This design comes from an exercise in tuning for small area on the open sky130 flow, not from production work.
Only simulation tests tie the RTL to the original design; equivalence was not proved.
No activity file was given, so power comes from the tool's default toggle rates.

Setup of lagoon:
// core_shell_top
module core_shell_top #(
  parameter int unsigned           NumWords       = 32,
  parameter int unsigned           MaxOutstanding = 2,
  parameter shell_pkg::scr_key_t   RndKey         = shell_pkg::ScrKeyDefault,
  parameter shell_pkg::scr_nonce_t RndNonce       = shell_pkg::ScrNonceDefault
) (
  input  logic                  clk_i,
  input  logic                  rst_ni,
  input  logic                  test_en_i,
  input  logic                  core_busy_i,
  input  logic                  debug_req_i,
  input  logic                  irq_pending_i,
  input  logic                  irq_nm_i,
  input  shell_pkg::rf_addr_t   rf_raddr_a_i,
  input  shell_pkg::rf_addr_t   rf_raddr_b_i,
  input  shell_pkg::rf_addr_t   rf_waddr_i,
  input  shell_pkg::rf_data_t   rf_wdata_i,
  input  logic                  rf_we_i,
  output shell_pkg::rf_data_t   rf_rdata_a_o,
  output shell_pkg::rf_data_t   rf_rdata_b_o,
  input  logic                  ic_scr_key_req_i,
  input  logic                  scramble_key_valid_i,
  input  shell_pkg::scr_key_t   scramble_key_i,
  input  shell_pkg::scr_nonce_t scramble_nonce_i,
  output logic                  scramble_req_o,
  output shell_pkg::scr_key_t   scr_key_o,
  output shell_pkg::scr_nonce_t scr_nonce_o,
  output logic                  scr_key_valid_o,
  input  logic                  data_req_i,
  input  logic                  data_gnt_i,
  input  logic                  data_rvalid_i,
  input  logic                  core_alert_minor_i,
  input  logic                  core_alert_major_bus_i,
  output logic                  alert_minor_o,
  output logic                  alert_major_internal_o,
  output logic                  alert_major_bus_o,
  output logic                  clk_core_en_o,
  output logic                  core_sleep_o
);
Size in the first run: ~3400 cells after synthesis, ~540 I/O pins, ~57000 µm² of cells after synthesis.
==> flow/config.mk <==
export PLATFORM = sky130hd
export DESIGN_NAME = core_shell_top
export DESIGN_NICKNAME = core_shell_top
export VERILOG_FILES = /design/flow/design.v
export SDC_FILE = /design/flow/constraint.sdc
export NUM_CORES = 4
export LEC_CHECK = 0
export CAP_MARGIN = 20
export CORE_MARGIN = 2
export CORE_UTILIZATION = 45
export CTS_BUF_LIST = sky130_fd_sc_hd__clkbuf_4
export PLACE_DENSITY = 0.55
export SLEW_MARGIN = 20
==> flow/constraint.sdc <==
create_clock -name core_clock -period 8.0 [get_ports {clk_i}]
set_input_delay 1.6000 -clock core_clock [delete_from_list [all_inputs] [get_ports {clk_i}]]
set_output_delay 1.6000 -clock core_clock [all_outputs]
set_load 0.01 [all_outputs]
standard.sh (not shown) runs the stock make flow with config.mk's settings and CLKGATE_MAP_FILE= SYNTH_SCRIPT=/design/flow/synth_recipe.tcl, a recipe that flattens the netlist after the stock synthesis.
==> flow/flow/run.sh <==
#!/bin/bash
# Own layout flow: the standard flow with
#  - an area-oriented ABC script in synthesis (flow/synth.tcl, flow/area.abc)
#  - port buffers of the smallest buffer cell
#  - CTS without dummy loads
set -euo pipefail
here=$(pwd)
export FLOW_ABC_SCRIPT=$here/flow/area.abc
SYN="SYNTH_SCRIPT=$here/flow/synth.tcl"
bash standard.sh "$SYN" synth > synth_run.log 2>&1
bash standard.sh "$SYN" \
  "BUFFER_PORTS_ARGS=-buffer_cell sky130_fd_sc_hd__buf_1" \
  "CTS_ARGS=-sink_clustering_enable -repair_clock_nets -dont_use_dummy_load -buf_list sky130_fd_sc_hd__clkbuf_4" \
  finish > layout_run.log 2>&1
==> flow/flow/area.abc <==
&get -n
&st
&dch
&nf -R 1000 -p -C 32
&put
topo
==> flow/flow/synth.tcl <==
# The standard synthesis script, with the ABC script of the final
# technology mapping replaced by flow/area.abc (area-oriented mapping).
# Flip-flops are mapped by dfflibmap before ABC, so registers are unchanged.
proc synth {args} { yosys synth -nofsm -noshare {*}$args }
proc abc {args} {
  set i [lsearch -exact $args -script]
  if {$i >= 0} { lset args [expr {$i + 1}] $::env(FLOW_ABC_SCRIPT) }
  yosys abc {*}$args
}
source $::env(SCRIPTS_DIR)/synth.tcl
# left out here: clear keep_hierarchy, flatten, clean up, hide names made inside functions, write 1_2_yosys.v
The flow did not stop early for lagoon: all stages ran, and the layout cleared the timing, design-rule and antenna checks.
Here is what was changed in the inputs of quartz compared with lagoon.
- changing CAP_MARGIN from 20 to 10
- setting CTS_CLUSTER_SIZE to 8 for the first time
- changing CORE_UTILIZATION from 45 to 40
- changing SLEW_MARGIN from 20 to 10
- changing PLACE_DENSITY from 0.55 to 0.65
- setting CTS_CLUSTER_DIAMETER to 40 for the first time
diff --git a/flow/flow/run.sh b/flow/flow/run.sh
--- a/flow/flow/run.sh
+++ b/flow/flow/run.sh
@@ -12,3 +12,3 @@
   "BUFFER_PORTS_ARGS=-buffer_cell sky130_fd_sc_hd__buf_1" \
-  "CTS_ARGS=-sink_clustering_enable -repair_clock_nets -dont_use_dummy_load -buf_list sky130_fd_sc_hd__clkbuf_4" \
+  "CTS_ARGS=-sink_clustering_enable -repair_clock_nets -dont_use_dummy_load -buf_list sky130_fd_sc_hd__clkbuf_4 -sink_clustering_size 8 -sink_clustering_max_diameter 40" \
   finish > layout_run.log 2>&1
### Flow results
Sort quartz and lagoon by highest ir drop seen on vdd asc -> top: quartz
[diff] number of DRC markers after the initial detailed-route iteration, quartz relative to lagoon: regression
Relative to lagoon, total met2 wirelength after detailed routing has gone up in quartz.
quartz vs. lagoon: finished layout cell area went down by 1.6%.
Re total half-perimeter wirelength after legalization and detailed placement: quartz and lagoon aren't equal, and the higher value belongs to quartz.
Total power ends up lower on quartz.
In the tables for quartz and lagoon, number of fillers in the final layout reads lower with lagoon.
What amber does differently from quartz at the input level:
- CORE_UTILIZATION: 40 -> 55
- PLACE_DENSITY: 0.65 -> 0.7
### Flow results
Non-clock buffer count, amber and quartz: lower on quartz. Core outline area was lower in amber than in quartz. Routed wire in amber totals less than in quartz. Higher global routing met3 resource utilization among amber and quartz: amber. Compared with quartz, amber shows vias per cell higher by 9.2%. quartz was routed with more vias than amber. quartz → amber: data arrival time at the worst-slack endpoint has increased; row count now smaller.
#### Input delta (cedar over amber)
- swapping 0.7 for 0.45 in PLACE_DENSITY
- swapping 10 for 20 in CAP_MARGIN
- swapping 55 for 30 in CORE_UTILIZATION
- clearing CTS_CLUSTER_SIZE, which used to be 8
- clearing CTS_CLUSTER_DIAMETER, which used to be 40
- swapping 10 for 20 in SLEW_MARGIN
- clearing CTS_BUF_LIST, which used to be sky130_fd_sc_hd__clkbuf_4
==> flow/run.sh (new file) <==
#!/bin/bash
# synth_recipe.tcl (not shown) runs the flow's synth.tcl, then flattens the netlist and writes it again
# the make line also repeats each setting of config.mk as NAME=value (left out here)
make -C /OpenROAD-flow-scripts/flow DESIGN_CONFIG=/design/flow/config.mk WORK_HOME=/design/flow/orfs CLKGATE_MAP_FILE= SYNTH_SCRIPT=/design/flow/synth_recipe.tcl finish
removed: flow/flow/run.sh
removed: flow/flow/area.abc
removed: flow/flow/synth.tcl
removed: flow/standard.sh
==> comparison <==
- Final cell area: cedar above amber
- What amber reported for total length of routed met2 wires has to be multiplied by 1.7 to get the figure for cedar.
- cedar | status: complete | timing, DRC, antenna: pass
- Sort amber and cedar by clock period minus final worst setup slack desc -> top: cedar
- Maximum frequency, amber and cedar: higher on amber
- Compared with amber, in cedar part of the Yosys area used for sequential elements down 7.5 points, fraction of synthesized area in multiplexers +0.56 points.
- First-pass GRT wire length deteriorates in cedar relative to amber.
Changes in violet relative to cedar:
- CORE_UTILIZATION changed from 30 to 40
- PLACE_DENSITY changed from 0.45 to 0.5
- SLEW_MARGIN changed from 20 to 10
- CTS_BUF_LIST newly set to sky130_fd_sc_hd__clkbuf_4
- CTS_CLUSTER_SIZE newly set to 10
- CTS_CLUSTER_DIAMETER newly set to 50
- CAP_MARGIN changed from 20 to 10
==> flow/flow/run.sh (new file) <==
#!/bin/bash
# Own layout flow: the standard flow with
#  - an area-oriented ABC script in synthesis (flow/synth.tcl, flow/area.abc)
#  - port buffers of the smallest buffer cell
#  - CTS without dummy loads
set -euo pipefail
here=$(pwd)
export FLOW_ABC_SCRIPT=$here/flow/area.abc
SYN="SYNTH_SCRIPT=$here/flow/synth.tcl"
bash standard.sh "$SYN" synth > synth_run.log 2>&1
bash standard.sh "$SYN" \
  "BUFFER_PORTS_ARGS=-buffer_cell sky130_fd_sc_hd__buf_1" \
  "CTS_ARGS=-sink_clustering_enable -repair_clock_nets -dont_use_dummy_load -buf_list sky130_fd_sc_hd__clkbuf_4 -sink_clustering_size 10 -sink_clustering_max_diameter 50" \
  finish > layout_run.log 2>&1
==> flow/flow/area.abc (new file) <==
&get -n
&st
&dch
&nf -R 1000 -p -C 32
&put
topo
==> flow/flow/synth.tcl (new file) <==
# The standard synthesis script, with the ABC script of the final
# technology mapping replaced by flow/area.abc (area-oriented mapping).
# Flip-flops are mapped by dfflibmap before ABC, so registers are unchanged.
proc synth {args} { yosys synth -nofsm -noshare {*}$args }
proc abc {args} {
  set i [lsearch -exact $args -script]
  if {$i >= 0} { lset args [expr {$i + 1}] $::env(FLOW_ABC_SCRIPT) }
  yosys abc {*}$args
}
source $::env(SCRIPTS_DIR)/synth.tcl
# left out here: clear keep_hierarchy, flatten, clean up, hide names made inside functions, write 1_2_yosys.v
==> flow/standard.sh (new file) <==
#!/bin/bash
# synth_recipe.tcl (not shown) runs the flow's synth.tcl, then flattens the netlist and writes it again
# the make line also repeats each setting of config.mk as NAME=value (left out here)
make -C /OpenROAD-flow-scripts/flow DESIGN_CONFIG=/design/flow/config.mk WORK_HOME=/design/flow/orfs CLKGATE_MAP_FILE= SYNTH_SCRIPT=/design/flow/synth_recipe.tcl "${@:-finish}"
removed: flow/run.sh
## What came out
violet has number of cells in the design after placement below what cedar had. Looking at setup slack across cedar and violet, the one that comes out higher is violet. Cmp violet vs cedar: multi-input logic area lower in violet. cedar has higher synthesis-to-finish area growth than violet. Changes observed in violet relative to cedar: total number of tap cells saw a decrease, multi-input combinational gate total saw a decrease, total routed wirelength fell by 35%. violet vs. cedar: met3 capacity usage during global routing lost 3.5 points, biggest cell delay along the critical path picked up an extra 90 ps.

## afterwards: timing with drivers on the ports
The flow's constraints put no driver on any port. The routed layouts listed below were extracted and timed again, unchanged, in two steps.
Step 1: set_driving_cell puts a clkbuf_16 on clk_i and a buf_2 on each other input, an assumption about the parent block.
Step 2 also shifts input and output timing later by t, the mid clock arrival at the registers, as if the neighbouring blocks saw the same clock.
Slacks: ideal ports / drivers / drivers and shift; pairs: ideal ports / drivers.
run	t, ns	setup slack, ns	worst setup path after step 2	latest minus earliest clock arrival (ns)
lagoon	1.308	1.178 / 1.144 / 1.144	input to output	0.142 / 0.141
quartz	1.248	1.084 / 1.034 / 1.034	input to output	0.204 / 0.203
amber	1.196	1.030 / 0.943 / 0.943	input to output	0.161 / 0.161
cedar	0.929	0.552 / 0.501 / 0.501	input to output	0.059 / 0.058
violet	1.234	1.006 / 0.923 / 0.923	input to output	0.185 / 0.185
After both steps every run listed still meets setup and hold. The setup slack of amber, which loses most, moves by -0.087 ns with the drivers and by -0.087 ns with both steps.
